From an optimization exercise on the open Yosys and OpenROAD flow, aimed at small area, a short achievable clock period and few clock cycles per item; shortcuts taken in it are not production practice. Function was checked by simulation only, so behaviour that the tests miss may differ from the original. Power and IR drop assume default switching activity.

==> flow/design.v <==
package smt_pkg;
  localparam int CAPACITY = 16;
  localparam int KEY_BITS = 32;
  localparam int IDX_W = $clog2(CAPACITY);
  localparam int CNT_W = $clog2(CAPACITY + 1);
  localparam int COUNT_OUT_W = 5;
  localparam int REQ_W = 2;
  localparam int IN_DATA_W = ((KEY_BITS + 7) / 8) * 8;
  localparam int OUT_DATA_W = 8;
  localparam logic [REQ_W-1:0] REQ_LOOKUP = 2'd0;
  localparam logic [REQ_W-1:0] REQ_INSERT = 2'd1;
  localparam logic [REQ_W-1:0] REQ_REMOVE = 2'd2;
  typedef enum logic [1:0] {
    ST_IDLE,
    ST_MATCH,
    ST_UPDATE
  } state_t;
  typedef struct packed {
    logic load;
    logic match;
    logic commit;
  } cmd_t;
endpackage
module smt_ctrl (
  input  logic          clk,
  input  logic          rst_n,
  input  logic          in_tvalid,
  output logic          in_tready,
  input  logic          out_tvalid,
  input  logic          out_tready,
  output smt_pkg::cmd_t cmd
);
  logic [1:0] held_r, held_nxt;
  logic       pop;
  logic       ready_any_r;     
  logic       ready_pop_r;     
  assign pop        = out_tvalid && out_tready;
  assign in_tready  = ready_any_r || (ready_pop_r && out_tready);
  assign cmd.load   = in_tvalid && in_tready;
  assign cmd.match  = 1'b0;
  assign cmd.commit = 1'b0;
  assign held_nxt = held_r + {1'b0, cmd.load} - {1'b0, pop};
  always_ff @(posedge clk) begin
    if (!rst_n) begin
      held_r      <= '0;
      ready_any_r <= 1'b1;
      ready_pop_r <= 1'b0;
    end else begin
      held_r      <= held_nxt;
      ready_any_r <= held_nxt <= 2'd1;
      ready_pop_r <= held_nxt == 2'd2;
    end
  end
endmodule
module smt_dpath (
  input  logic                            clk,
  input  logic                            rst_n,
  input  smt_pkg::cmd_t                   cmd,
  input  logic                            out_tready,
  input  logic [smt_pkg::REQ_W-1:0]       req_in,
  input  logic [smt_pkg::KEY_BITS-1:0]    key_in,
  output logic                            out_tvalid,
  output logic                            was_present,
  output logic [smt_pkg::COUNT_OUT_W-1:0] entry_count,
  output logic                            dropped
);
  localparam int CAP = smt_pkg::CAPACITY;
  logic [smt_pkg::KEY_BITS-1:0] store_r [CAP];
  logic [CAP-1:0]               valid_r;
  logic [CAP-1:0]               free_r;       
  logic [CAP-1:0]               free_nxt;     
  logic [CAP-1:0]               free_keep;    
  logic [smt_pkg::CNT_W-1:0]    count_r, count_nxt, count_hit, count_miss;
  logic [CAP-1:0]               cmp_match;
  logic                         cmp_same;
  logic                         upd_valid_r;
  logic [smt_pkg::KEY_BITS-1:0] upd_key_r;
  logic [smt_pkg::REQ_W-1:0]    upd_req_r;
  logic [CAP-1:0]               upd_match_r;
  logic [CAP-1:0]               match;
  logic                         hit, full, is_ins, is_rem, ins_ok, rem_ok, ins_new;
  localparam int RES_W = 1 + smt_pkg::COUNT_OUT_W + 1;
  logic [RES_W-1:0] res;
  logic [RES_W-1:0] res_r [2];
  logic [RES_W-1:0] out_res;
  logic             wr_sel_r;              
  logic [1:0]       rd_sel_r;              
  logic [1:0]       res_count_r;           
  logic             out_valid_r;
  logic             pop;
  assign cmp_same = (upd_key_r == key_in);
  always_comb begin
    for (int i = 0; i < CAP; i++) begin
      cmp_match[i] = (valid_r[i] && (store_r[i] == key_in)) || (free_r[i] && cmp_same);
    end
  end
  always_ff @(posedge clk) begin
    upd_key_r   <= key_in;
    upd_req_r   <= req_in;
    upd_match_r <= cmp_match;
  end
  always_ff @(posedge clk) begin
    if (!rst_n) begin
      upd_valid_r <= 1'b0;
    end else begin
      upd_valid_r <= cmd.load;
    end
  end
  always_comb begin
    for (int i = 0; i < CAP; i++) begin
      match[i] = valid_r[i] && upd_match_r[i];
    end
  end
  assign hit    = |match;
  assign full   = count_r[smt_pkg::IDX_W];
  assign is_ins = (upd_req_r == smt_pkg::REQ_INSERT);
  assign is_rem = (upd_req_r == smt_pkg::REQ_REMOVE);
  assign ins_ok = upd_valid_r && is_ins && !full;
  assign rem_ok = upd_valid_r && is_rem;
  assign count_hit  = rem_ok ? count_r - 1'b1 : count_r;
  assign count_miss = ins_ok ? count_r + 1'b1 : count_r;
  assign count_nxt  = hit ? count_hit : count_miss;
  always_comb begin
    for (int i = 0; i < CAP; i++) begin
      free_nxt[i] = !(valid_r[i] || free_r[i]) &&
                    (((valid_r | free_r) & ~({CAP{1'b1}} << i)) == ~({CAP{1'b1}} << i));
    end
  end
  assign ins_new = ins_ok && !hit;
  always_comb begin
    for (int i = 0; i < CAP; i++) begin
      free_keep[i] = free_r[i] || (rem_ok && full && match[i]);
    end
  end
  always_ff @(posedge clk) begin
    if (!rst_n) begin
      count_r <= '0;
      valid_r <= '0;
      free_r  <= CAP'(1);
    end else begin
      count_r <= count_nxt;
      for (int i = 0; i < CAP; i++) begin
        valid_r[i] <= (valid_r[i] && !(rem_ok && match[i])) || (ins_new && free_r[i]);
      end
      free_r <= ins_new ? free_nxt : free_keep;
    end
  end
  always_ff @(posedge clk) begin
    for (int i = 0; i < CAP; i++) begin
      if (free_r[i]) begin
        store_r[i] <= upd_key_r;
      end
    end
  end
  assign res = {is_ins && full && !hit, count_nxt, hit};
  assign pop = out_valid_r && out_tready;
  always_ff @(posedge clk) begin
    if (!rst_n) begin
      wr_sel_r    <= 1'b0;
      rd_sel_r    <= 2'b01;
      res_count_r <= '0;
      out_valid_r <= 1'b0;
    end else begin
      wr_sel_r    <= wr_sel_r ^ upd_valid_r;
      if (pop) begin
        rd_sel_r <= {rd_sel_r[0], rd_sel_r[1]};
      end
      res_count_r <= res_count_r + {1'b0, upd_valid_r} - {1'b0, pop};
      out_valid_r <= (res_count_r + {1'b0, upd_valid_r} - {1'b0, pop}) != 2'd0;
    end
  end
  always_ff @(posedge clk) begin
    for (int j = 0; j < 2; j++) begin
      if (upd_valid_r && wr_sel_r == 1'(j)) begin
        res_r[j] <= res;
      end
    end
  end
  assign out_tvalid  = out_valid_r;
  always_comb begin
    out_res = '0;
    for (int j = 0; j < 2; j++) begin
      out_res = out_res | (res_r[j] & {RES_W{rd_sel_r[j]}});
    end
  end
  assign was_present = out_res[0];
  assign entry_count = out_res[smt_pkg::COUNT_OUT_W:1];
  assign dropped     = out_res[RES_W-1];
endmodule
module set_membership_table_top (
  input  logic                           clk,
  input  logic                           rst_n,
  input  logic                           in_tvalid,
  output logic                           in_tready,
  input  logic [smt_pkg::IN_DATA_W-1:0]  in_tdata,   
  input  logic [smt_pkg::REQ_W-1:0]      in_tuser,   
  output logic                           out_tvalid,
  input  logic                           out_tready,
  output logic [smt_pkg::OUT_DATA_W-1:0] out_tdata   
);
  smt_pkg::cmd_t                   cmd;
  logic                            was_present;
  logic [smt_pkg::COUNT_OUT_W-1:0] entry_count;
  logic                            dropped;
  smt_ctrl u_ctrl (
    .clk        (clk),
    .rst_n      (rst_n),
    .in_tvalid  (in_tvalid),
    .in_tready  (in_tready),
    .out_tvalid (out_tvalid),
    .out_tready (out_tready),
    .cmd        (cmd)
  );
  smt_dpath u_dpath (
    .clk         (clk),
    .rst_n       (rst_n),
    .cmd         (cmd),
    .out_tready  (out_tready),
    .req_in      (in_tuser),
    .key_in      (in_tdata[smt_pkg::KEY_BITS-1:0]),
    .out_tvalid  (out_tvalid),
    .was_present (was_present),
    .entry_count (entry_count),
    .dropped     (dropped)
  );
  assign out_tdata = {1'b0, dropped, entry_count, was_present};
endmodule
==> flow/config.mk <==
export PLATFORM = sky130hd
export DESIGN_NAME = set_membership_table_top
export DESIGN_NICKNAME = set_membership_table_top
export VERILOG_FILES = /design/flow/design.v
export SDC_FILE = /design/flow/constraint.sdc
export NUM_CORES = 4
export LEC_CHECK = 0
export ABC_CLOCK_PERIOD_IN_PS = 1800
export CAP_MARGIN = 20
export CORE_MARGIN = 2
export CORE_UTILIZATION = 40
export PLACE_DENSITY = 0.6
export SETUP_SLACK_MARGIN = 1.4
export SLEW_MARGIN = 20
==> flow/constraint.sdc <==
create_clock -name core_clock -period 3.4 [get_ports {clk}]
set_input_delay 0.6800 -clock core_clock [delete_from_list [all_inputs] [get_ports {clk}]]
set_output_delay 0.6800 -clock core_clock [all_outputs]
set_load 0.01 [all_outputs]
standard.sh (not shown) runs the stock make flow with config.mk's settings and CLKGATE_MAP_FILE= SYNTH_SCRIPT=/design/flow/synth_recipe.tcl, a recipe that flattens the netlist after the stock synthesis.
==> flow/flow/run.sh <==
#!/bin/bash
# The standard ORFS flow, run in two parts:
#  1. synthesis exactly as standard.sh makes it;
#  2. floorplan to final layout with two changes:
#     - the clock tree is built with larger sink clusters and without the
#       dummy loads CTS adds to balance it;
#     - delay cells are kept out of port buffering and timing repair, so the
#       port buffers are plain buffers (flow/dont_use.tcl, run before each
#       OpenROAD step).
# Each part's full output goes to its own log file in this folder; ORFS's
# per-step logs stay under orfs/logs/.
set -euo pipefail
W=$(pwd)

bash standard.sh synth > "$W/flow_synth.log" 2>&1

export CTS_ARGS="-sink_clustering_enable -repair_clock_nets -dont_use_dummy_load -sink_clustering_size 30 -sink_clustering_max_diameter 60"
for step in FLOORPLAN GLOBAL_PLACE_SKIP_IO IO_PLACEMENT GLOBAL_PLACE RESIZE DETAIL_PLACE REPAIR_TIMING_POST_PLACE CTS GLOBAL_ROUTE DETAIL_ROUTE FILLCELL; do
  export PRE_${step}_TCL="$W/flow/dont_use.tcl"
done

bash standard.sh > "$W/flow_layout.log" 2>&1
==> flow/flow/dont_use.tcl <==
# Keep delay cells out of port buffering and timing repair.
set_dont_use [get_lib_cells {sky130_fd_sc_hd__dlygate* sky130_fd_sc_hd__clkdlybuf*}]
The first run went through all stages and came out clean.
Testbench counts at the start, summed over its fixed seeds: cycles 12,016, items 12,000.
Then changed:
--- a/flow/design.v
+++ b/flow/design.v
@@ -79,16 +79,12 @@
   logic [CAP-1:0]               upd_match_r;
   logic [CAP-1:0]               match;
   logic                         hit, full, is_ins, is_rem, ins_ok, rem_ok, ins_new;
   localparam int RES_W = 1 + smt_pkg::COUNT_OUT_W + 1;
   logic [RES_W-1:0] res;
-  logic [RES_W-1:0] res_r [2];
-  logic [RES_W-1:0] out_res;
-  logic             wr_sel_r;              
-  logic [1:0]       rd_sel_r;              
-  logic [1:0]       res_count_r;           
-  logic             out_valid_r;
+  logic [RES_W-1:0] out_r, spare_r;
+  logic             out_valid_r, spare_valid_r;
   logic             pop;
   assign cmp_same = (upd_key_r == key_in);
   always_comb begin
     for (int i = 0; i < CAP; i++) begin
       cmp_match[i] = (valid_r[i] && (store_r[i] == key_in)) || (free_r[i] && cmp_same);
@@ -154,40 +150,31 @@
   end
   assign res = {is_ins && full && !hit, count_nxt, hit};
   assign pop = out_valid_r && out_tready;
   always_ff @(posedge clk) begin
     if (!rst_n) begin
-      wr_sel_r    <= 1'b0;
-      rd_sel_r    <= 2'b01;
-      res_count_r <= '0;
-      out_valid_r <= 1'b0;
-    end else begin
-      wr_sel_r    <= wr_sel_r ^ upd_valid_r;
-      if (pop) begin
-        rd_sel_r <= {rd_sel_r[0], rd_sel_r[1]};
-      end
-      res_count_r <= res_count_r + {1'b0, upd_valid_r} - {1'b0, pop};
-      out_valid_r <= (res_count_r + {1'b0, upd_valid_r} - {1'b0, pop}) != 2'd0;
-    end
-  end
-  always_ff @(posedge clk) begin
-    for (int j = 0; j < 2; j++) begin
-      if (upd_valid_r && wr_sel_r == 1'(j)) begin
-        res_r[j] <= res;
-      end
+      out_valid_r   <= 1'b0;
+      spare_valid_r <= 1'b0;
+    end else begin
+      out_valid_r   <= upd_valid_r || spare_valid_r || (out_valid_r && !out_tready);
+      spare_valid_r <= spare_valid_r ? (!pop || upd_valid_r) : (upd_valid_r && out_valid_r && !pop);
+    end
+  end
+  always_ff @(posedge clk) begin
+    if (pop && spare_valid_r) begin
+      out_r <= spare_r;
+    end else if (upd_valid_r && (pop || !out_valid_r)) begin
+      out_r <= res;
+    end
+    if (upd_valid_r) begin
+      spare_r <= res;
     end
   end
   assign out_tvalid  = out_valid_r;
-  always_comb begin
-    out_res = '0;
-    for (int j = 0; j < 2; j++) begin
-      out_res = out_res | (res_r[j] & {RES_W{rd_sel_r[j]}});
-    end
-  end
-  assign was_present = out_res[0];
-  assign entry_count = out_res[smt_pkg::COUNT_OUT_W:1];
-  assign dropped     = out_res[RES_W-1];
+  assign was_present = out_r[0];
+  assign entry_count = out_r[smt_pkg::COUNT_OUT_W:1];
+  assign dropped     = out_r[RES_W-1];
 endmodule
 module set_membership_table_top (
   input  logic                           clk,
   input  logic                           rst_n,
   input  logic                           in_tvalid,
The changed run finished clean; die area went down by 0.59%; total power shrinks by 4.2%; clock skew came out lower by 7.0 ps; utilization is higher by 0.52 points; via count goes down by 0.91%; routed wire length decreases by 0.93%; global-route usage decreases by 0.25 points; sequential share of layout area fell by 0.72 points; critical path depth is unchanged; synthesized area came out lower by 0.60%; worst setup slack loses 93 ps; count of clock-buffer cells in the layout rose by 1; non-clock buffer count came out higher by 31; synthesized cell count drops by 0.95%.
Testbench counts after the change, summed over its fixed seeds: cycles 12,016, items 12,000.

## static timing again, ports no longer ideal
In the flow no input, the clock included, has a driving cell. The finished layouts below were timed again as built, in two steps.
Step 1, drivers: a clkbuf_16 drives clk and a buf_2 each remaining input, both assumed.
Step 2 moves the port delays by t, midway between the first and last clock arrival at a register: inputs arrive t later, outputs are due t later. That takes back most of the time a late clock gives input paths.
Three values: no drivers, after step 1, after step 2; two values: the first two.
| run | shift t [ns] | slack for setup (ns) | worst setup path at the end | latest minus earliest clock arrival (ns) | pins driven straight from the clock port |
|---|---|---|---|---|---|
| the first run | 0.632 | 1.391 / 1.352 / 0.785 | input to register | 0.073 / 0.074 | 1 |
| the second run | 0.634 | 1.298 / 1.298 / 0.767 | input to register | 0.074 / 0.074 | 1 |
After both steps every run listed still meets setup and hold. For the first run, which loses most, drivers alone change the setup slack by -0.039 ns; drivers and shift together by -0.606 ns.
